From an optimization exercise on the open Yosys and OpenROAD flow, aimed at small area, a short achievable clock period and few clock cycles; shortcuts taken in it are not production practice. In this exercise RTL edits were held to simulation tests only and were not proved equivalent to the original. Power figures rest on the tool's default switching activity, not on a simulated workload.

## aes_round_stream
module aes_round_stream #(
    parameter int unsigned TAG_W = 4
) (
    input  logic             clk,
    input  logic             rst_n,
    input  logic             sys_en,
    input  logic             in_valid,
    output logic             in_ready,
    input  logic [127:0]     in_state,
    input  logic [127:0]     in_key,
    input  logic             in_last,
    input  logic [TAG_W-1:0] in_tag,
    output logic             out_valid,
    input  logic             out_ready,
    output logic [127:0]     out_state,
    output logic [TAG_W-1:0] out_tag,
    output logic             out_last
);
    function automatic logic [7:0] xtime(input logic [7:0] b);
        xtime = {b[6:0], 1'b0} ^ (b[7] ? 8'h1b : 8'h00);
    endfunction
    logic v2_q, v3_q;
    logic en2, en3;
    assign en3      = sys_en & (~v3_q | out_ready);
    assign en2      = sys_en & (~v2_q | ~v3_q | out_ready);
    assign in_ready = ~v2_q | ~v3_q | out_ready;
    always_ff @(posedge clk) begin
        if (!rst_n) begin
            v2_q <= 1'b0;
            v3_q <= 1'b0;
        end else begin
            if (en2) v2_q <= in_valid;
            if (en3) v3_q <= v2_q;
        end
    end
    logic [7:0]   sb [16];
    logic [127:0] sr_w;
    for (genvar n = 0; n < 16; n++) begin : g_sb
        aes_sbox u_sbox (.x(in_state[127 - 8*n -: 8]), .s(sb[n]));
    end
    for (genvar c = 0; c < 4; c++) begin : g_sr_col
        for (genvar r = 0; r < 4; r++) begin : g_sr_row
  ...
Size in the first run: ~10000 cells after synthesis, ~0.058 sq mm of cells after synthesis.
export LEC_CHECK = 0
export ABC_AREA = 1
export CAP_MARGIN = 20
export CORE_MARGIN = 2
export CORE_UTILIZATION = 40
export PLACE_DENSITY = 0.55
export SETUP_SLACK_MARGIN = 3.0
export SLEW_MARGIN = 20
create_clock -name core_clock -period 5.0 [get_ports {clk}]
standard.sh (not shown) runs the stock make flow with config.mk's settings and CLKGATE_MAP_FILE= SYNTH_SCRIPT=/design/flow/synth_recipe.tcl, a recipe that flattens the netlist after the stock synthesis.
==> flow/flow/run.sh <==
#!/bin/bash
# Layout flow: the standard ORFS flow (standard.sh) with two changes:
#  - synthesis skips Yosys's adder extraction (ADDER_MAP_FILE empty), so the
#    S-box decode logic is left to ABC instead of being cut into half-adder
#    cells; registers are untouched by this (it only affects combinational
#    mapping);
#  - the ports are buffered by plain buf_2 cells instead of the delay-buffer
#    cell ORFS picks by default.
# Each ORFS step's full log stays in orfs/logs/; make's output goes to
# make_finish.log.
set -euo pipefail
export ADDER_MAP_FILE=
export BUFFER_PORTS_ARGS="-buffer_cell sky130_fd_sc_hd__buf_2"
bash standard.sh finish > make_finish.log 2>&1
Testbench counts at the start, summed over its fixed seeds: cycles 2,064.
Change:
--- a/flow/config.mk
+++ b/flow/config.mk
@@ -13 +13 @@
-export SETUP_SLACK_MARGIN = 3.0
+export SETUP_SLACK_MARGIN = 2.7
The changed run passed the timing, design-rule and antenna checks.
Global-route usage falls by 0.88 points.
Count of clock-buffer cells in the layout is unchanged.
Final cell count falls by 3.4%.
Worst setup slack gets worse by 0.075 ns.
Combinational power falls by 16%.
Clock skew stays flat.
Wire length falls by 5.7%.
Core utilization falls by 7.9 points.
Hold slack gets worse by 0.0044 ns.
Change:
==> flow/flow/run.sh (replaced) <==
#!/bin/bash
# Layout flow: the standard ORFS flow (standard.sh, unchanged synthesis),
# with the ports buffered by plain buf_2 cells instead of the delay-buffer
# cell ORFS picks by default. Each step's full log stays in orfs/logs/; the
# make output goes to make_finish.log.
set -euo pipefail
export BUFFER_PORTS_ARGS="-buffer_cell sky130_fd_sc_hd__buf_2"
bash standard.sh finish > make_finish.log 2>&1
--- a/flow/config.mk
+++ b/flow/config.mk
@@ -13 +13 @@
-export SETUP_SLACK_MARGIN = 2.7
+export SETUP_SLACK_MARGIN = 2.6
=>
- setup slack gets better by 0.016 ns
- global-route usage goes down by 1.8 points
- synthesized area rose by roughly a tenth
- core utilization falls by 0.75 points
- design area grows by a little under a tenth
- register-to-register slack got worse by 0.05 ns
- total power grows slightly
- count of clock-buffer cells in the layout came out lower by 5
Change:
--- a/flow/config.mk
+++ b/flow/config.mk
@@ -11,3 +11,3 @@
-export CORE_UTILIZATION = 40
-export PLACE_DENSITY = 0.55
-export SETUP_SLACK_MARGIN = 2.6
+export CORE_UTILIZATION = 55
+export PLACE_DENSITY = 0.68
+export SETUP_SLACK_MARGIN = 2.7
The changed run completed with no timing, DRC or antenna violations; worst setup slack improved by 0.054 ns; global-route usage is higher by 11 points; cell count falls by 4.0%; hold slack is about the same; clock-buffer cell count grows by 2; via count went up by 3.5%; wire length fell by 5.2%; design area came out higher by 0.98%; power stays flat.
Change:
==> flow/flow/run.sh (replaced) <==
#!/bin/bash
# Layout flow: the standard ORFS flow (standard.sh) with two changes:
#  - synthesis skips Yosys's adder extraction (ADDER_MAP_FILE empty), so the
#    S-box decode logic is left to ABC instead of being cut into half-adder
#    cells; registers are untouched by this (it only affects combinational
#    mapping);
#  - the ports are buffered by plain buf_2 cells instead of the delay-buffer
#    cell ORFS picks by default.
# Each ORFS step's full log stays in orfs/logs/; make's output goes to
# make_finish.log.
set -euo pipefail
export ADDER_MAP_FILE=
export BUFFER_PORTS_ARGS="-buffer_cell sky130_fd_sc_hd__buf_2"
bash standard.sh finish > make_finish.log 2>&1
--- a/flow/config.mk
+++ b/flow/config.mk
@@ -11,3 +11,3 @@
-export CORE_UTILIZATION = 55
-export PLACE_DENSITY = 0.68
-export SETUP_SLACK_MARGIN = 2.7
+export CORE_UTILIZATION = 48
+export PLACE_DENSITY = 0.62
+export SETUP_SLACK_MARGIN = 2.9
After rerunning:
- power climbs by a few percent
- wire length goes up slightly
- area after synthesis fell by roughly a tenth
- sequential power is about the same
- sequential share of layout area barely changes
- via count came out lower by a few percent
- final area falls slightly
- cell count falls by a few percent
- die area is higher by a few percent
- global-route usage is lower by 1.9 points
- synthesized cell count fell by roughly a tenth

==> re-timing with driven ports <==
Ports are ideal in the flow. The routed layouts listed here were re-timed in OpenROAD. Step 1 sets driving cells, clkbuf_16 on the clock port and buf_2 on the other inputs (assumed; they add their load-dependent delay and slew). Step 2 times the ports against the registers' clock, not the clock port: input delays grow and output delays shrink by t, the midpoint of the rising clock arrivals with the driver on. Three values: no drivers, after step 1, after step 2; two values: the first two.
run	t, ns	setup slack, ns	clock arrival spread, ns
the first run	0.753	2.585 / 2.511 / 2.016	0.038 / 0.038
the second run	0.754	2.509 / 2.521 / 1.805	0.037 / 0.037
the third run	0.758	2.525 / 2.505 / 1.747	0.048 / 0.047
the fourth run	0.729	2.579 / 2.454 / 1.725	0.036 / 0.036
the fifth run	0.742	2.604 / 2.534 / 1.949	0.033 / 0.033
After both steps setup and hold are still met in every run listed. The setup slack of the fourth run, which loses most, moves by -0.125 ns with the drivers and by -0.854 ns with both steps.
